Context: an optimization exercise on an open-source flow, tuned for a short achievable clock period and few clock cycles. The choices shown serve that exercise and are no tape-out recipe. In this exercise RTL edits were held to simulation tests only and were not proved equivalent to the original. Power and IR drop assume default switching activity.

$ cat flow/flow/run.sh
#!/bin/bash
# Standard layout, with the port buffers inserted as buf_4 (a plain buffer the resizer sizes
# further) instead of the delay-buffer cell buffer_ports otherwise picks on sky130hd.
set -euo pipefail
bash standard.sh 'BUFFER_PORTS_ARGS=-buffer_cell sky130_fd_sc_hd__buf_4' finish > standard_make.log 2>&1
$ cat flow/standard.sh
#!/bin/bash
# synth_recipe.tcl (not shown) runs the flow's synth.tcl, then flattens the netlist and writes it again
# the make line also repeats each setting of config.mk as NAME=value (left out here)
make -C /OpenROAD-flow-scripts/flow DESIGN_CONFIG=/design/flow/config.mk WORK_HOME=/design/flow/orfs CLKGATE_MAP_FILE= SYNTH_SCRIPT=/design/flow/synth_recipe.tcl "${@:-finish}"
$ cat flow/config.mk
export PLATFORM = sky130hd
export DESIGN_NAME = dcache_ctrl
export DESIGN_NICKNAME = dcache_ctrl
export VERILOG_FILES = /design/flow/design.v
export SDC_FILE = /design/flow/constraint.sdc
export NUM_CORES = 4
export LEC_CHECK = 0
export ABC_CLOCK_PERIOD_IN_PS = 2500
export CAP_MARGIN = 20
export CORE_MARGIN = 2
export CORE_UTILIZATION = 40
export SETUP_SLACK_MARGIN = 3.7
export SLEW_MARGIN = 20
export SYNTH_HIERARCHICAL = 1
export SYNTH_MINIMUM_KEEP_SIZE = 0
export TNS_END_PERCENT = 20
$ cat flow/constraint.sdc
create_clock -name core_clock -period 7.0 [get_ports {clk_i}]
set_input_delay 1.4000 -clock core_clock [delete_from_list [all_inputs] [get_ports {clk_i}]]
set_output_delay 1.4000 -clock core_clock [all_outputs]
set_load 0.01 [all_outputs]
$ cat flow/design.v
module dcache_ctrl #(
    parameter int INDEX_W = 4
) (
    input  logic          clk_i,
    input  logic          rst_i,
    input  logic          cpu_req_i,
    input  logic          cpu_we_i,
    input  logic [31:0]   cpu_addr_i,
    input  logic [31:0]   cpu_data_i,
    output logic [31:0]   cpu_data_o,
    output logic          cpu_stall_o,
    output logic          mem_req_o,
    output logic          mem_we_o,
    output logic [31:0]   mem_addr_o,
    output logic [127:0]  mem_data_o,
    input  logic [127:0]  mem_data_i,
    input  logic          mem_ack_i
);
    localparam int LINES = 1 << INDEX_W;
    localparam int TAG_W = 28 - INDEX_W;
    logic [LINES-1:0]     valid_q, dirty_q;
    logic [TAG_W-1:0]     tag_q [LINES];
    logic [127:0]         data_q [LINES];
    logic                 done_q, mreq_q, mwe_q, fetch_q;
    logic [27:0]          maddr_q;
    logic [127:0]         mdata_q;
    logic [31:0]          dout_q;
    logic [LINES-1:0]     fline_q;
    logic [3:0]           fsel_q;
    logic [3:0]           stsel_q [LINES];
    logic [TAG_W-1:0]     req_tag;
    logic [INDEX_W-1:0]   idx;
    logic [1:0]           off;
    logic [LINES-1:0]     line_sel;
    logic [3:0]           word_sel;
    logic                 idle, hit, victim_dirty, wb_ack, lookup_hit, lookup_miss;
    logic [127:0]         line_rd, wdata;
    logic [TAG_W-1:0]     victim_tag;
    logic [31:0]          word_rd;
    assign req_tag = cpu_addr_i[31:4+INDEX_W];
    assign idx     = cpu_addr_i[3+INDEX_W:4];
    assign off     = cpu_addr_i[3:2];
    always_comb begin
        for (int i = 0; i < LINES; i++)
            line_sel[i] = (idx == INDEX_W'(i));
        for (int w = 0; w < 4; w++)
            word_sel[w] = (off == 2'(w));
    end
    always_comb begin
        hit          = 1'b0;
        victim_dirty = 1'b0;
        victim_tag   = '0;
        line_rd      = '0;
        word_rd      = '0;
        for (int i = 0; i < LINES; i++) begin
            hit          = hit | (line_sel[i] & valid_q[i] & (tag_q[i] == req_tag));
            victim_dirty = victim_dirty | (line_sel[i] & valid_q[i] & dirty_q[i]);
            victim_tag   = victim_tag | ({TAG_W{line_sel[i]}} & tag_q[i]);
            line_rd      = line_rd | ({128{line_sel[i]}} & data_q[i]);
            for (int w = 0; w < 4; w++)
                word_rd = word_rd | ({32{line_sel[i] & word_sel[w]}} & data_q[i][32*w +: 32]);
        end
    end
    assign idle        = ~done_q & ~mreq_q;
    assign lookup_hit  = idle & cpu_req_i & hit;
    assign lookup_miss = idle & cpu_req_i & ~hit;
    assign wb_ack      = mreq_q & mwe_q & mem_ack_i;
    dcache_ctrl_aoi21 u_stall (
        .a1(fetch_q), .a2(mem_ack_i), .b(done_q), .y(cpu_stall_o)
    );
    for (genvar j = 0; j < 32; j++) begin : g_dout
        logic lo_n, hi_n;
        dcache_ctrl_aoi22 u_lo (
            .a1(fsel_q[0]), .a2(mem_data_i[j]), .b1(fsel_q[1]), .b2(mem_data_i[32+j]), .y(lo_n)
        );
        dcache_ctrl_aoi22 u_hi (
            .a1(fsel_q[2]), .a2(mem_data_i[64+j]), .b1(fsel_q[3]), .b2(mem_data_i[96+j]), .y(hi_n)
        );
        dcache_ctrl_nand3 u_or (
            .a(lo_n), .b(hi_n), .c(~(done_q & dout_q[j])), .y(cpu_data_o[j])
        );
    end
    assign mem_req_o  = mreq_q;
    assign mem_we_o   = mwe_q;
    assign mem_addr_o = {maddr_q, 4'b0};
    assign mem_data_o = mdata_q;
    always_ff @(posedge clk_i) begin
        if (rst_i) begin
            done_q  <= 1'b0;
            mreq_q  <= 1'b0;
            fetch_q <= 1'b0;
            fline_q <= '0;
            fsel_q  <= '0;
            for (int i = 0; i < LINES; i++)
                stsel_q[i] <= '0;
        end else begin
            done_q <= lookup_hit;
            if (idle) begin
                for (int i = 0; i < LINES; i++)
                    stsel_q[i] <= {4{cpu_req_i & cpu_we_i & line_sel[i]}} & word_sel;
                fline_q <= line_sel;
                mreq_q  <= lookup_miss;
                fetch_q <= lookup_miss & ~victim_dirty;
                fsel_q  <= {4{lookup_miss & ~victim_dirty}} & word_sel;
            end else if (wb_ack) begin
                fetch_q <= 1'b1;
                fsel_q  <= word_sel;
            end else if (fetch_q & mem_ack_i) begin
                mreq_q  <= 1'b0;
                fetch_q <= 1'b0;
                fsel_q  <= '0;
            end
        end
    end
    logic wb_next;
    assign wb_next = idle ? victim_dirty : (mwe_q & ~mem_ack_i);
    always_ff @(posedge clk_i) begin
        mwe_q   <= wb_next;
        maddr_q <= {wb_next ? victim_tag : req_tag, idx};
        mdata_q <= line_rd;
    end
    always_ff @(posedge clk_i)
        dout_q <= word_rd;
    always_comb
        for (int w = 0; w < 4; w++)
            wdata[32*w +: 32] = (fetch_q & ~(fsel_q[w] & cpu_we_i)) ? mem_data_i[32*w +: 32] : cpu_data_i;
    always_ff @(posedge clk_i) begin
        if (rst_i) begin
            valid_q <= '0;
            dirty_q <= '0;
        end else begin
            for (int i = 0; i < LINES; i++) begin
                if (fline_q[i] & fetch_q & mem_ack_i) begin
                    valid_q[i] <= 1'b1;
                    dirty_q[i] <= cpu_we_i;
                end else if (done_q & |stsel_q[i]) begin
                    dirty_q[i] <= 1'b1;
                end
            end
        end
    end
    always_ff @(posedge clk_i) begin
        for (int i = 0; i < LINES; i++) begin
            if (fline_q[i] & fetch_q & mem_ack_i)
                tag_q[i] <= req_tag;
            for (int w = 0; w < 4; w++)
                if ((fline_q[i] & fetch_q & mem_ack_i) | (done_q & stsel_q[i][w]))
                    data_q[i][32*w +: 32] <= wdata[32*w +: 32];
        end
    end
endmodule
module dcache_ctrl_aoi21 (
    input  logic a1, a2, b,
    output logic y
);
    assign y = ~((a1 & a2) | b);
endmodule
module dcache_ctrl_aoi22 (
    input  logic a1, a2, b1, b2,
    output logic y
);
    assign y = ~((a1 & a2) | (b1 & b2));
endmodule
module dcache_ctrl_nand3 (
    input  logic a, b, c,
    output logic y
);
    assign y = ~(a & b & c);
endmodule
==> results of run 1 <==
[modules after synthesis, one instance, submodules excluded]
module             flops+latches  copies in the design  cells inside
dcache_ctrl_aoi21              0                     1             1
dcache_ctrl                 2740                     1          6075
dcache_ctrl_aoi22              0                    64             1
dcache_ctrl_nand3              0                    32             1
[synth_stat cells, drive strengths merged]
master,n
a221oi,533
a21boi,4
and2,2
a22o,535
nand3,133
and4,7
nor4bb,3
or2,1
o21a,16
a21oi,97
and4b,4
o211ai,1
nand2,365
mux4,31
buf,241
nor3,37
nand3b,1
nand4,284
nor2,61
a222oi,3
o31a,16
nor4b,4
o311ai,1
edfxtp,2432
and3,22
mux2i,1
nor4,65
a22oi,227
o21ai,3
a32oi,2
dfxtp,308
clkbuf,178
conb,1
and4bb,3
nand2b,1
a211oi,1
inv,18
nor2b,3
xnor2,384
a41oi,13
mux2,130
[stage by stage]
stage	total power (W)	setup slack [ps]	hold WS (ps)	std cells
4_1_cts	0.0363	3450	452	10300
3_5_place_dp	0.0209	2170	445	9688
3_3_place_gp	0.0208	2180	442	9688
5_1_grt	0.0370	3440	471	10300
6_report	0.0363	3430	453	10300
2_1_floorplan	0.0196	3640	432	6175
[power groups by stage]
stage	clock network (W)	registers (W)	logic, W
after floorplan	0	0.0186	0.000984
after global placement	0	0.0186	0.00219
after detailed placement	0	0.0186	0.00222
after CTS	0.0156	0.0183	0.00238
after global routing	0.0162	0.0183	0.00249
final	0.0155	0.0183	0.00244
[critical path, stage by stage]
cell	delay, ps
buf_4	140
a22oi_2	250
nand3_2	200
buf_6	170
[cell type report]
| class | count | area, µm² | share of cell area, % |
|---|---|---|---|
| Antenna cell | 11 | 27.5 | 0.0224 |
| Clock buffer | 409 | 8270 | 6.73 |
| Clock inverter | 106 | 1190 | 0.971 |
| Inverter | 18 | 67.6 | 0.0550 |
| Multi-Input combinational cell | 3002 | 23700 | 19.3 |
| Sequential cell | 2740 | 79200 | 64.5 |
| Tap cell | 3402 | 4260 | 3.47 |
| Timing Repair Buffer | 646 | 6070 | 4.94 |
[kinds of logic after synthesis]
| group | Yosys count | synth area share [%] |
|---|---|---|
| AOI/OAI and AO/OA | 1452 | 12.0 |
| xor gates and xnor gates | 384 | 3.22 |
| buffers and inverters | 437 | 1.90 |
| DFF | 2740 | 75.9 |
| muxes | 162 | 2.08 |
| other | 1 | 0.00359 |
| and+or+nand+nor | 996 | 4.89 |
[worst paths after layout]
kind                                        to  slack, ps  cells past startpoint
worst max-delay path            cpu_data_o[28]       3430                      4
worst min-delay path             stsel_q[3][1]        450                      2
worst max register to register  data_q[7][118]       3700                      4
worst min register to register   stsel_q[3][1]        450                      2
[flip-flops by register name, summed over array words and instances, names as in the netlist]
signal	flops
fline_q	16
fsel_q	4
fetch_q	1
maddr_q	28
data_q	2048
mdata_q	128
done_q	1
tag_q	384
mwe_q	1
valid_q	16
dirty_q	16
mreq_q	1
stsel_q	64
dout_q	32
[layer usage]
metal  GRT usage [%]  up-vias
li1                -    26500
met1            38.1    34400
met2            44.8     4721
met3            6.33      923
met4            16.6        6
met5               0        -
[what timing repair did]
| action | CTS | global route |
|---|---|---|
| resized for setup | 97 | 10 |
| setup buffers | 94 | 9 |
| endpoints found under the setup margin | 872 | 72 |
| pin swaps | 102 | 16 |
| gates cloned | 13 | 0 |
[layout by cell type (no fill, tap or decap), types with 25 or more instances in the layout]
master     instances
mux4_2            31
nand2_2           67
a21oi_1           96
buf_6             29
clkbuf_8          29
clkinv_1          26
clkbuf_1          77
buf_4            536
nor2_1            59
nor4_1            63
buf_12            54
nand4_1          284
nor3_1            37
a22oi_1          163
a22oi_2           64
a221oi_2          29
nand2_1          289
a22o_1           535
nand3_1          122
edfxtp_1        2432
clkinv_2          40
mux2_2           130
xnor2_1          384
bufinv_16         25
clkbuf_16        303
a221oi_1         504
dfxtp_1          303
==> results.ini, run 1 <==
[grt]
grt_pass1_vias = 62100
grt-ovfl-total = 0
grt_max_degree = 109
grt_usage_pct = 29.1
grt_pass1_wl_um = 530000
antenna_found_initial = 19

[place]
dpl-instance-area_um2 = 111000
gp_congestion = 0.936
io_buffers = 385
place_hpwl_um = 233000

[yosys]
synth_seq_cells = 2740
synth_cell_type_count = 50
yosysTopAreaCell = edfxtp_1
avgSynthCellArea_um2 = 16.9
yosysTopAreaCellShare_pct = 70.0
ys_warn_count = 10
synthCells = 6172
syn_area_um2 = 104000
synth.area.top_cells = edfxtp_1, dfxtp_1, a22o_1, a221oi_1, xnor2_1
ys_seq_area_share_pct = 75.9

[drt]
first_iter_violations = 10100
wl_um = 396000
dr_total_vias = 66600
met3_length_um = 44200
met2_length_um = 179000
drc = 0
top_layer = met5
wl_met1_um = 146000
wl_per_cell_um = 38.4
drtPass1Iterations = 6
final_antenna_net_count = 0
via_per_inst = 6.44

[pwr]
p_int_w = 0.0280
p_comb_share_pct = 6.7
seq_power_share_pct = 50.4
switching_share_pct = 22.6
cellPowerDensity_nw_per_um2 = 295
leakage_nw = 39.3
clockPowerShare_pct = 42.9
p_sw_w = 0.00821
max-vdd-ir-drop_mv = 0.269

[layout]
num-fill-cells = 21800
syn_to_final_growth_pct = 17.7
layout.nets = 6902
design_area_um2 = 123000
fin_util_pct = 47.3
layout-drive-gt1-share_pct = 20.8

[sta]
slew_headroom_pct = 24.1
skew_ps = 80.2
fin_crit_ps = 3570
timing.final.crit_share_pct = 51.0
rsz0062_at_grt = true
fmax_mhz = 280
tightest_slew_ps = 1140
hold_viol_final = 0
setup_viol = 0
drv_slew = 0
finalSetupTns_ps = 0

[setup_path]
worstSetupStartpoint = mem_data_i[60]
crit_type = primary input to output pin
required_ps = 5600
cp-start-kind = primary input
regToRegStartpoint = fetch_q
worst_setup_path_end_kind = output pin
crit_fanout = 2
worst_ep_arrival_time_ps = 2170

[die]
die_area_um2 = 265000
ios = 392
die_x_um = 515
num_rows = 187
die_h_um = 515
core_um2 = 259000
initial_core_util_pct = 40.2

[run]
drv_cap = 0

[run_status]
outcome = timing/DRC/antenna clean

[clock_network]
cts_buffers = 297
cts_tree = built
clk_pin_slew_ps = 60
h-tree-depth = 5
clockBufferDepth = 4
clock_latency_ps = 950
clkSinkCount = 2740
cts-root-buf = clkbuf_16
hold_buffers = 0

[min_path]
hold_path.class = register to register
worstHoldStart = stsel_q[3][1]

Testbench counts, summed over its fixed seeds: cycles 72,304.
==> run 2: changes to the inputs <==
==> flow/flow/run.sh (replaced) <==
#!/bin/bash
# Standard layout, with two changes to how it is made:
#  - the port buffers are inserted as buf_4 (a plain buffer the resizer sizes further) instead
#    of the delay-buffer cell buffer_ports otherwise picks on sky130hd;
#  - flow/io_groups.tcl groups the ack-cycle pins together before pin placement.
set -euo pipefail
here=$(pwd)
bash standard.sh 'BUFFER_PORTS_ARGS=-buffer_cell sky130_fd_sc_hd__buf_4' \
    "PRE_IO_PLACEMENT_TCL=$here/flow/io_groups.tcl" finish > standard_make.log 2>&1
==> flow/flow/io_groups.tcl (new file) <==
# Sourced before pin placement (PRE_IO_PLACEMENT_TCL). Keeps the load-data outputs, each
# next to the four fetch-data inputs that can feed it, and the fetch ack next to the stall
# output, together on one stretch of the die edge, so the ack-cycle paths between them and
# the word-select registers that drive them stay short.
set_io_pin_constraint -group -order -pin_names {mem_data_i[0] mem_data_i[32] mem_data_i[64] mem_data_i[96] cpu_data_o[0] mem_data_i[1] mem_data_i[33] mem_data_i[65] mem_data_i[97] cpu_data_o[1] mem_data_i[2] mem_data_i[34] mem_data_i[66] mem_data_i[98] cpu_data_o[2] mem_data_i[3] mem_data_i[35] mem_data_i[67] mem_data_i[99] cpu_data_o[3] mem_data_i[4] mem_data_i[36] mem_data_i[68] mem_data_i[100] cpu_data_o[4] mem_data_i[5] mem_data_i[37] mem_data_i[69] mem_data_i[101] cpu_data_o[5] mem_data_i[6] mem_data_i[38] mem_data_i[70] mem_data_i[102] cpu_data_o[6] mem_data_i[7] mem_data_i[39] mem_data_i[71] mem_data_i[103] cpu_data_o[7] mem_data_i[8] mem_data_i[40] mem_data_i[72] mem_data_i[104] cpu_data_o[8] mem_data_i[9] mem_data_i[41] mem_data_i[73] mem_data_i[105] cpu_data_o[9] mem_data_i[10] mem_data_i[42] mem_data_i[74] mem_data_i[106] cpu_data_o[10] mem_data_i[11] mem_data_i[43] mem_data_i[75] mem_data_i[107] cpu_data_o[11] mem_data_i[12] mem_data_i[44] mem_data_i[76] mem_data_i[108] cpu_data_o[12] mem_data_i[13] mem_data_i[45] mem_data_i[77] mem_data_i[109] cpu_data_o[13] mem_data_i[14] mem_data_i[46] mem_data_i[78] mem_data_i[110] cpu_data_o[14] mem_data_i[15] mem_data_i[47] mem_data_i[79] mem_data_i[111] cpu_data_o[15] mem_data_i[16] mem_data_i[48] mem_data_i[80] mem_data_i[112] cpu_data_o[16] mem_data_i[17] mem_data_i[49] mem_data_i[81] mem_data_i[113] cpu_data_o[17] mem_data_i[18] mem_data_i[50] mem_data_i[82] mem_data_i[114] cpu_data_o[18] mem_data_i[19] mem_data_i[51] mem_data_i[83] mem_data_i[115] cpu_data_o[19] mem_data_i[20] mem_data_i[52] mem_data_i[84] mem_data_i[116] cpu_data_o[20] mem_data_i[21] mem_data_i[53] mem_data_i[85] mem_data_i[117] cpu_data_o[21] mem_data_i[22] mem_data_i[54] mem_data_i[86] mem_data_i[118] cpu_data_o[22] mem_data_i[23] mem_data_i[55] mem_data_i[87] mem_data_i[119] cpu_data_o[23] mem_data_i[24] mem_data_i[56] mem_data_i[88] mem_data_i[120] cpu_data_o[24] mem_data_i[25] mem_data_i[57] mem_data_i[89] mem_data_i[121] cpu_data_o[25] mem_data_i[26] mem_data_i[58] mem_data_i[90] mem_data_i[122] cpu_data_o[26] mem_data_i[27] mem_data_i[59] mem_data_i[91] mem_data_i[123] cpu_data_o[27] mem_data_i[28] mem_data_i[60] mem_data_i[92] mem_data_i[124] cpu_data_o[28] mem_data_i[29] mem_data_i[61] mem_data_i[93] mem_data_i[125] cpu_data_o[29] mem_data_i[30] mem_data_i[62] mem_data_i[94] mem_data_i[126] cpu_data_o[30] mem_data_i[31] mem_data_i[63] mem_data_i[95] mem_data_i[127] cpu_data_o[31] mem_ack_i cpu_stall_o}
==> run 2 against run 1 <==
Compared with the run above:
- synthesized cell count unchanged
- global-route usage grew 1.4 points
- maximum frequency up 0.41%
- via count up 2.5%
- clock power barely moved
- critical path depth up 9
==> results.ini, run 2 <==
[yosys]
synth_edf_count = 2432
synth_common_cells = edfxtp_1, a22o_1, a221oi_1
synthCells = 6172
synth_top_family_by_area = compound AO/OA/AOI/OAI gates
synth.area.top_cells = edfxtp_1, dfxtp_1, a22o_1, a221oi_1, xnor2_1
synthArstFlopShare_pct = 0
yosys.area_share.xor_xnor_pct = 3.22
yosysTopAreaCellShare_pct = 70.0
synth-compound-area-share_pct = 12.0
synth_seq_cells = 2740
synth_cell_type_count = 50
ys_warn_count = 10
yosys.area_share.adder_pct = 0
synth.mux.area_fraction_pct = 2.08
yosys.area_share.simple_pct = 4.89
yosysTopAreaCell = edfxtp_1
avgSynthCellArea_um2 = 16.9
yosysMostFrequentCell = edfxtp_1
ys_seq_area_share_pct = 75.9
dominantRegCellSynth = edfxtp_1
syn_area_um2 = 104000

[place]
place_hpwl_um = 257000
io_buffers = 385
place_ws_ps = 2210
gp_congestion = 0.979

[layout]
multi_input_area_um2 = 23800
num-fill-cells = 21800
largest_reg_flops = 2048
largest_register = data_q
final_common_cell = edfxtp_1
layout-drive-gt1-share_pct = 21.6
regArea_um2 = 79200
syn_to_final_growth_pct = 18.0
reg_top3 = data_q (2048), tag_q (384), mdata_q (128)
layout.nets = 6960
mostFrequentLayoutCells = edfxtp_1, buf_4, a22o_1, a221oi_1, xnor2_1

[pwr]
p_comb_share_pct = 7.3
switching_share_pct = 23.2
max-vdd-ir-drop_mv = 0.250
seq_power_share_pct = 50.3
clockPowerShare_pct = 42.4
p_int_w = 0.0279
leakage_nw = 39.6
cellPowerDensity_nw_per_um2 = 296
p_sw_w = 0.00846

[setup_path]
crit_family = buffers and inverters
worst_ep_arrival_time_ps = 4370
ff2ff_setup_slack_ps = 3630
path_common_cell = buf_4
cp-start-kind = primary input
cp_cell_sequence = buf_8 > nor4b_4 > buf_4 > buf_12 > nand3_1 > nand4_1 > nor4_4 > o21ai_4 > buf_12 > buf_4 > buf_4 > nor2_1 > a41oi_1
crit_fanout = 45
slowest_stage = buf_4
path_depth = 13
max_stage_delay_ps = 390
worst_setup_path_end_kind = register
regToRegStartpoint = fetch_q
r2r-end = data_q[11][103]
cp_num_buf_inv = 6
worstRegToRegCells = 4
required_ps = 7810
crit_type = primary input to register

[sta]
tightest_slew_ps = 1190
fmax_mhz = 281
slew_headroom_pct = 19.8
finalSetupTns_ps = 0
drv_slew = 0
rsz0062_at_grt = true
timing.final.crit_share_pct = 50.8
fin_crit_ps = 3550
hold_viol_final = 0
skew_ps = 96.1
setup_viol = 0
finalWorstSetupSlack_ps = 3450

[die]
initial_core_util_pct = 40.2
ios = 392
num_rows = 187
core_um2 = 259000
die_area_um2 = 265000
die_x_um = 515
die_h_um = 515

[clock_network]
cts_tree = built
clkSinkCount = 2740
cts_buffers = 297
clockBufferDepth = 4
clock_latency_ps = 970
hold_buffers = 0
h-tree-depth = 5
clk_pin_slew_ps = 60
cts-root-buf = clkbuf_16

[grt]
grt_pass1_wl_um = 550000
grt-ovfl-total = 0
grt_pass1_vias = 62200
grt_usage_pct = 30.5
grt_max_degree = 103
antenna_found_initial = 60

[min_path]
hold_path.class = register to register
hold_depth = 2
hold_path_end = fline_q[2]
worstHoldStart = fline_q[2]

[drt]
wl_per_cell_um = 40.1
drc = 0
drtPass1Iterations = 9
dr_total_vias = 68300
first_iter_violations = 11400
final_antenna_net_count = 0
wl_um = 418000
via_per_inst = 6.55

[run_status]
outcome = timing/DRC/antenna clean

[run]
drv_cap = 0

==> run 2: cell types whose count changed in the layout (fill, tap and decap cells not counted), moves of 8 or more <==
cell | before | now
buf_12 | 54 | 44
buf_16 | 16 | 8
buf_4 | 536 | 592
buf_6 | 29 | 45
bufinv_16 | 25 | 17
clkbuf_1 | 77 | 63
clkbuf_16 | 303 | 312
diode_2 | 11 | 37
nand2_1 | 289 | 298
nand3_2 | 9 | 18
==> run 2: cells by family after synthesis <==
logic type / after synthesis
compound gates: 1452
xor+xnor: 384
buf+inv: 437
flops: 2740
mux: 162
other cells: 1
simple gates: 996
==> run 2: area by class of cell <==
cell class              instances  share of cell area (%)
flip-flops and latches       2740                    64.3
multi-input cells            3006                    19.3
clock buffers                 401                    6.80
repair buffers                700                    5.11
well taps                    3402                    3.46
clock inverters               117                   0.882
diodes                         37                  0.0752
inverters                      18                  0.0549
==> run 2: through the flow <==
stage	instances	cell area (µm²)	power, W	util (%)	hold WS, ps
final	10400	123000	0.0364	47.5	456
after global routing	10400	123000	0.0371	47.4	470
after CTS	10400	123000	0.0364	47.3	453
after detailed placement	9708	111000	0.0210	42.9	444
after global placement	9707	111000	0.0210	42.9	441
after floorplan	6175	104000	0.0196	-	432
==> run 2: modules after synthesis (local to each module, per instance) <==
| module | copies in the design | flops+latches |
|---|---|---|
| dcache_ctrl_aoi22 | 64 | 0 |
| dcache_ctrl_nand3 | 32 | 0 |
| dcache_ctrl | 1 | 2740 |
| dcache_ctrl_aoi21 | 1 | 0 |
==> run 2: layer usage <==
layer  track usage (%)  vias to the layer above  share of wire [%]
li1                  -                    26700                  -
met1              39.9                    35400                 36
met2              45.8                     5176                 45
met3              9.23                      963                 13
met4              15.6                       36                6.0
met5                 0                        -              0.072
==> run 2: worst max path at each step <==
stage | startpoint | end | slack [ps]
after floorplan | mem_ack_i | data_q[10][32] | 3640
after global placement | cpu_addr_i[4] | dout_q[12] | 2210
after detailed placement | cpu_addr_i[4] | dout_q[6] | 2210
after CTS | fsel_q[2] | cpu_data_o[25] | 3480
after global routing | fsel_q[2] | cpu_data_o[29] | 3470
final | cpu_addr_i[5] | maddr_q[19] | 3450
==> run 2: power groups by stage <==
stage	Clock [W]	Combinational, W	Sequential, W
floorplan	0	0.000984	0.0186
global placement	0	0.00235	0.0186
detailed placement	0	0.00238	0.0186
CTS	0.0155	0.00257	0.0183
global route	0.0161	0.00268	0.0183
finish	0.0154	0.00266	0.0183
==> run 2: what timing repair did <==
| action | CTS | global route |
|---|---|---|
| gates resized for setup | 97 | 29 |
| setup buffers | 135 | 5 |
| setup endpoints to repair | 663 | 81 |
| pin swaps | 113 | 10 |
| cloned | 15 | 2 |
==> run 2: worst register-to-register path, cell delays in order, from the launching register on <==
cell,delay [ps]
dfxtp_1,710
and2_2,580
nand2_1,350
nand2_2,930
buf_4,480
==> run 3: changes to the inputs <==
--- a/flow/design.v
+++ b/flow/design.v
@@ -31,7 +31,7 @@
     logic [TAG_W-1:0]     req_tag;
     logic [INDEX_W-1:0]   idx;
     logic [1:0]           off;
-    logic [LINES-1:0]     line_sel;
+    logic [LINES-1:0]     line_sel, line_hit, line_vd;
     logic [3:0]           word_sel;
     logic                 idle, hit, victim_dirty, wb_ack, lookup_hit, lookup_miss;
     logic [127:0]         line_rd, wdata;
@@ -46,15 +46,18 @@
         for (int w = 0; w < 4; w++)
             word_sel[w] = (off == 2'(w));
     end
+    always_comb
+        for (int i = 0; i < LINES; i++) begin
+            line_hit[i] = valid_q[i] & (tag_q[i] == req_tag);
+            line_vd[i]  = valid_q[i] & dirty_q[i];
+        end
+    assign hit          = line_hit[idx];
+    assign victim_dirty = line_vd[idx];
     always_comb begin
-        hit          = 1'b0;
-        victim_dirty = 1'b0;
         victim_tag   = '0;
         line_rd      = '0;
         word_rd      = '0;
         for (int i = 0; i < LINES; i++) begin
-            hit          = hit | (line_sel[i] & valid_q[i] & (tag_q[i] == req_tag));
-            victim_dirty = victim_dirty | (line_sel[i] & valid_q[i] & dirty_q[i]);
             victim_tag   = victim_tag | ({TAG_W{line_sel[i]}} & tag_q[i]);
             line_rd      = line_rd | ({128{line_sel[i]}} & data_q[i]);
             for (int w = 0; w < 4; w++)
==> run 3 against run 2 <==
Compared with the run above:
- flip-flop and latch count unchanged
- synthesized area decreased by 0.60%
- combinational power decreased by 3%
- sequential share of layout area increased by 0.53 points
- critical path depth decreased by 5
- clock skew increased by 11 ps
- clock power about the same
- core utilization about the same
- via count decreased by 2.7%
- sequential power about the same
- non-clock buffer count decreased by 83
- synthesized cell count decreased by 0.91%
- critical endpoint is now dout_q[23]
- largest cell class unchanged
- largest power group unchanged
==> results.ini, run 3 <==
[yosys]
dominantRegCellSynth = edfxtp_1
syn_area_um2 = 104000
yosysTopAreaCell = edfxtp_1
synth_cell_type_count = 66
ys_warn_count = 10
synthArstFlopShare_pct = 0
synth_edf_count = 2432
synth_common_cells = edfxtp_1, a22o_1, a221oi_1
avgSynthCellArea_um2 = 17.0
synthCells = 6116
yosysTopAreaCellShare_pct = 70.4
synth.area.top_cells = edfxtp_1, dfxtp_1, a22o_1, a221oi_1, xnor2_1
ys_seq_area_share_pct = 76.3
yosysMostFrequentCell = edfxtp_1
synth_seq_cells = 2740

[sta]
fmax_mhz = 273
finalWorstSetupSlack_ps = 3340
timing.final.crit_share_pct = 52.2
slew_headroom_pct = 23.9
setup_viol = 0
fin_crit_ps = 3660
rsz0062_at_grt = true
tightest_slew_ps = 1140
finalSetupTns_ps = 0
skew_ps = 107
drv_slew = 0
hold_viol_final = 0

[die]
die_x_um = 513
die_h_um = 513
core_um2 = 257000
initial_core_util_pct = 40.3
ios = 392
num_rows = 186
die_area_um2 = 263000

[run]
drv_cap = 0

[drt]
first_iter_violations = 11000
drtPass1Iterations = 6
wl_um = 406000
dr_total_vias = 66400
final_antenna_net_count = 0
wl_per_cell_um = 39.7
via_per_inst = 6.48
drc = 0

[layout]
final_common_cell = edfxtp_1
final_cells = 10200
layout-drive-gt1-share_pct = 20.8
largest_reg_flops = 2048
reg_top3 = data_q (2048), tag_q (384), mdata_q (128)
mostFrequentLayoutCells = edfxtp_1, a22o_1, buf_4, a221oi_1, clkbuf_16
regArea_um2 = 79200
num-fill-cells = 21700
syn_to_final_growth_pct = 17.7
largest_register = data_q
layout.nets = 6825
multi_input_area_um2 = 23300
fin_util_pct = 47.5

[pwr]
cellPowerDensity_nw_per_um2 = 297
leakage_nw = 39.5
max-vdd-ir-drop_mv = 0.285

[clock_network]
hold_buffers = 0
clkSinkCount = 2740
clock_latency_ps = 970
cts_buffers = 302
clockBufferDepth = 4
cts-root-buf = clkbuf_16
clk_pin_slew_ps = 60
h-tree-depth = 5
cts_tree = built

[run_status]
outcome = timing/DRC/antenna clean

[place]
io_buffers = 385
place_hpwl_um = 243000
gp_congestion = 0.992
place_ws_ps = 2110
dp.cells = 9620

[setup_path]
crit_type = primary input to register
crit_fanout = 73
required_ps = 7830
cp-start-kind = primary input
worst_ep_arrival_time_ps = 4480
worst_setup_path_end_kind = register

[grt]
grt_pass1_wl_um = 538000
antenna_found_initial = 21
grt_usage_pct = 29.8
grt_max_degree = 92
grt-ovfl-total = 0
grt_pass1_vias = 61400

[min_path]
hold_path.class = register to register

## run 3: cell types whose count changed in the layout (fill, tap and decap cells not counted), moves of 48 or more
cell,delta
xnor2_1,-178
xor2_1,+175
buf_4,-106
nand4_1,-93
a22oi_1,+59
a22o_1,-49
nor2_1,+48
## run 3: logic make-up (layout without fill, tap and decap cells)
kind of cell	after synthesis	after routing	share of synthesized area [%]
AO/OA/AOI/OAI	1448	1448	11.8
multiplexers	159	159	2.03
other	1	12	0.00361
buffers and inverters	435	1165	2.13
AND/OR/NAND/NOR	949	953	4.50
XOR/XNOR	384	384	3.25
flip-flops	2740	2740	76.3
## run 3: worst max-delay path, cell delays in order
cell and delay [ps]:
buf_6 290, nand2b_1 400, nor2_4 100, buf_12 200, a22o_1 420, a221oi_1 240
nand4_1 490, mux4_2 590
## run 3: repair_timing
item                                     CTS  global route
endpoints found under the setup margin  2120           130
pin swaps                                 68            50
resized for setup                        105            82
gates cloned                              10             4
setup buffers                             59            15
## run 3: worst paths after layout
kind,start,slack [ps],depth (start not counted),endpoint
hold / removal,stsel_q[2][1],450,2,stsel_q[2][1]
hold reg to reg,stsel_q[2][1],450,2,stsel_q[2][1]
setup / recovery,cpu_addr_i[7],3340,8,dout_q[23]
setup reg to reg,fetch_q,3620,4,data_q[15][60]
## run 3: power by group
part           total [W]  leakage [nW]  internal [W]  switching [W]
logic            0.00257          10.4      0.000769        0.00180
registers         0.0182          24.4        0.0181       0.000140
clock network     0.0155          4.66       0.00910        0.00640
## run 3: stage by stage
step / power [W] / hold slack (ps) / area (µm²)
CTS: 0.0362 / 452 / 121000
detailed placement: 0.0209 / 447 / 111000
global placement: 0.0209 / 441 / 111000
finish: 0.0363 / 453 / 122000
global route: 0.0370 / 471 / 122000
floorplan: 0.0195 / 427 / 104000
## run 3: Yosys stat by module, one instance, submodules excluded
module	area, µm²	cells	times used
dcache_ctrl	103000	6019	1
dcache_ctrl_aoi22	12.5	1	64
dcache_ctrl_aoi21	8.76	1	1
dcache_ctrl_nand3	5.00	1	32
## run 3: final cells by class
cell class / count / share of cell area (%)
multi-input cells: 2948 / 19.1
clock inverters: 111 / 0.842
diodes: 8 / 0.0164
flip-flops and latches: 2740 / 64.9
clock buffers: 418 / 6.94
inverters: 19 / 0.0584
well taps: 3384 / 3.47
repair buffers: 617 / 4.77
## run 3: metal layers
layer | wire, µm | up-vias | GRT usage (%)
met4 | 22400 | 4 | 14.1
met1 | 151000 | 34500 | 39.7
met3 | 55000 | 787 | 9.21
met5 | 17 | - | 0
met2 | 178000 | 5072 | 44.3
li1 | - | 26100 | -
Testbench counts of run 3, summed over its fixed seeds: cycles 72,304.
==> run 4: changes to the inputs <==
--- a/flow/design.v
+++ b/flow/design.v
@@ -53,12 +53,11 @@
         end
     assign hit          = line_hit[idx];
     assign victim_dirty = line_vd[idx];
+    assign victim_tag   = tag_q[idx];
     always_comb begin
-        victim_tag   = '0;
         line_rd      = '0;
         word_rd      = '0;
         for (int i = 0; i < LINES; i++) begin
-            victim_tag   = victim_tag | ({TAG_W{line_sel[i]}} & tag_q[i]);
             line_rd      = line_rd | ({128{line_sel[i]}} & data_q[i]);
             for (int w = 0; w < 4; w++)
                 word_rd = word_rd | ({32{line_sel[i] & word_sel[w]}} & data_q[i][32*w +: 32]);
==> run 4 against run 3 <==
Compared with the run above:
- cell area is 0.46% lower
- maximum frequency is 1.2% higher
- critical path type is now primary input to output pin
- critical path depth is 4 lower
- sequential power hardly changed
- critical endpoint is now cpu_data_o[4]
- sequential share of layout area is 0.29 points higher
- worst setup slack better by 42 ps
==> results.ini, run 4 <==
[run_status]
outcome = timing/DRC/antenna clean

[layout]
layout.nets = 6819
mostFrequentLayoutCells = edfxtp_1, buf_4, a22o_1, a221oi_1, clkbuf_16
largest_register = data_q
syn_to_final_growth_pct = 17.7
reg_top3 = data_q (2048), tag_q (384), mdata_q (128)
layout-drive-gt1-share_pct = 20.6
num-fill-cells = 21700
largest_reg_flops = 2048
final_common_cell = edfxtp_1

[place]
io_buffers = 385
gp_congestion = 1.00
place_hpwl_um = 239000

[sta]
tightest_slew_ps = 1130
fin_crit_ps = 3620
drv_slew = 0
timing.final.crit_share_pct = 51.6
setup_viol = 0
rsz0062_at_grt = true
finalSetupTns_ps = 0
hold_viol_final = 0
skew_ps = 93.8
fmax_mhz = 277
slew_headroom_pct = 24.6

[yosys]
yosysTopAreaCell = edfxtp_1
synth_seq_cells = 2740
ys_warn_count = 10
ys_seq_area_share_pct = 76.7
syn_area_um2 = 103000
synthArstFlopShare_pct = 0
synth_cell_type_count = 52
dominantRegCellSynth = edfxtp_1
avgSynthCellArea_um2 = 16.9
synth_edf_count = 2432
yosysMostFrequentCell = edfxtp_1
yosysTopAreaCellShare_pct = 70.7
synth.area.top_cells = edfxtp_1, dfxtp_1, a22o_1, a221oi_1, xor2_1
synth_common_cells = edfxtp_1, a22o_1, a221oi_1
synthCells = 6117

[die]
die_area_um2 = 262000
ios = 392
die_h_um = 512
core_um2 = 257000
initial_core_util_pct = 40.2
die_x_um = 512
num_rows = 186

[clock_network]
cts_buffers = 303
clockBufferDepth = 4
h-tree-depth = 5
hold_buffers = 0
cts_tree = built
clkSinkCount = 2740
clock_latency_ps = 1000
cts-root-buf = clkbuf_16
clk_pin_slew_ps = 60

[drt]
drtPass1Iterations = 7
drc = 0
via_per_inst = 6.43
wl_per_cell_um = 38.9
dr_total_vias = 65800
final_antenna_net_count = 0
wl_um = 398000
first_iter_violations = 10800

[pwr]
power_w = 0.0366
cellPowerDensity_nw_per_um2 = 301
leakage_nw = 39.4
max-vdd-ir-drop_mv = 0.305

[setup_path]
cp-start-kind = primary input
crit_fanout = 2
worst_ep_arrival_time_ps = 2220
crit_type = primary input to output pin
worst_setup_path_end_kind = output pin
required_ps = 5600

[grt]
grt_max_degree = 95
grt_usage_pct = 29.5
grt_pass1_wl_um = 532000
antenna_found_initial = 23
grt-ovfl-total = 0
grt_pass1_vias = 61300

[run]
drv_cap = 0

[min_path]
hold_path.class = register to register

-- run 4: changes by cell type after synthesis, sizes merged, moves of 17 or more --
cell | before | now
a21oi | 107 | 141
a221oi | 481 | 498
a22oi | 286 | 247
buf | 280 | 223
clkbuf | 136 | 196
nand3 | 164 | 191
o22ai | 3 | 27
xnor2 | 208 | 187
xor2 | 176 | 197
-- run 4: per-module statistics from Yosys (local to each module, per instance) --
| module | flip-flops and latches | cell area [µm²] |
|---|---|---|
| dcache_ctrl | 2740 | 102000 |
| dcache_ctrl_nand3 | 0 | 5.00 |
| dcache_ctrl_aoi22 | 0 | 12.5 |
| dcache_ctrl_aoi21 | 0 | 8.76 |
-- run 4: per-layer routing --
metal / track usage, % / up-vias / share of wire, %
met3: 8.66 / 767 / 12
li1: - / 26100 / -
met1: 39.2 / 34200 / 37
met5: 0.785 / - / 0.086
met2: 44.1 / 4807 / 44
met4: 14.6 / 10 / 5.8
-- run 4: metrics by stage --
stage	instance area, µm²	cells	hold WS, ps	util [%]	setup slack, ps
6_report	122000	10200	456	47.3	3380
5_1_grt	122000	10200	470	47.3	3400
4_1_cts	122000	10200	454	47.3	3440
3_5_place_dp	110000	9613	447	43.0	2090
3_3_place_gp	110000	9613	440	43.0	2100
2_1_floorplan	104000	6120	426	-	3610
-- run 4: cell families after synthesis --
kind of cell	after synthesis	share of synthesized area (%)
xor+xnor	384	3.26
flops	2740	76.7
mux	165	2.11
simple gates	925	4.35
other cells	1	0.00363
compound gates	1466	11.8
buf+inv	436	1.80
-- run 4: power by group --
part           internal (W)  switching, W
Sequential           0.0181      0.000165
Clock               0.00931       0.00648
Combinational      0.000763       0.00175
Total                0.0282       0.00839
-- run 4: path summary, 6_finish.rpt --
check,from,endpoint,slack [ps],cells past startpoint
min,fline_q[3],fline_q[3],460,2
min reg2reg,fline_q[3],fline_q[3],460,2
max,mem_data_i[4],cpu_data_o[4],3380,4
max reg2reg,done_q,data_q[15][82],3710,7
-- run 4: cell type report --
type,instances,area (µm²),share of cell area [%]
Sequential cell,2740,79200,65.1
Multi-Input combinational cell,2947,23100,19.0
Clock buffer,408,8260,6.79
Timing Repair Buffer,613,5280,4.34
Tap cell,3384,4230,3.48
Clock inverter,125,1410,1.16
Inverter,17,63.8,0.0525
Antenna cell,9,22.5,0.0185
-- run 4: timing repair --
action	CTS	global route
resized for setup	134	9
cloned	5	0
setup endpoints to repair	906	82
hold endpoints to repair	0	0
pin swaps	105	16
setup buffers	83	0
-- run 4: worst max-delay path: stages --
cell     delay [ps]
buf_6           140
a22oi_2         230
nand3_4         230
buf_6           200
Testbench counts of run 4, summed over its fixed seeds: cycles 72,304.

==> port drivers added, routing unchanged <==
The flow's constraints put no driver on any port. The routed layouts listed below were extracted and timed again, unchanged, in two steps.
Step 1 sets driving cells, clkbuf_16 on the clock port and buf_2 on the other inputs (assumed; they add their load-dependent delay and slew).
Step 2 times the ports against the registers' clock, not the clock port: input delays grow and output delays shrink by t, the midpoint of the rising clock arrivals with the driver on.
Slacks: ideal / step 1 / step 2; pairs: ideal / step 1.
run | shift t [ns] | slack for setup (ns) | hold slack, ns | worst data-port slew with drivers (ns)
run 1 | 1.015 | 3.431 / 3.332 / 2.483 | 0.453 / 0.453 / 0.453 | 0.21
run 2 | 1.024 | 3.445 / 3.418 / 2.464 | 0.456 / 0.456 / 0.456 | 0.27
run 3 | 0.983 | 3.343 / 3.322 / 2.391 | 0.453 / 0.453 / 0.453 | 0.29
run 4 | 1.020 | 3.385 / 3.343 / 2.481 | 0.456 / 0.456 / 0.456 | 0.31
After both steps every run listed still meets setup and hold. For run 2, which loses most, drivers alone change the setup slack by -0.027 ns; drivers and shift together by -0.981 ns.
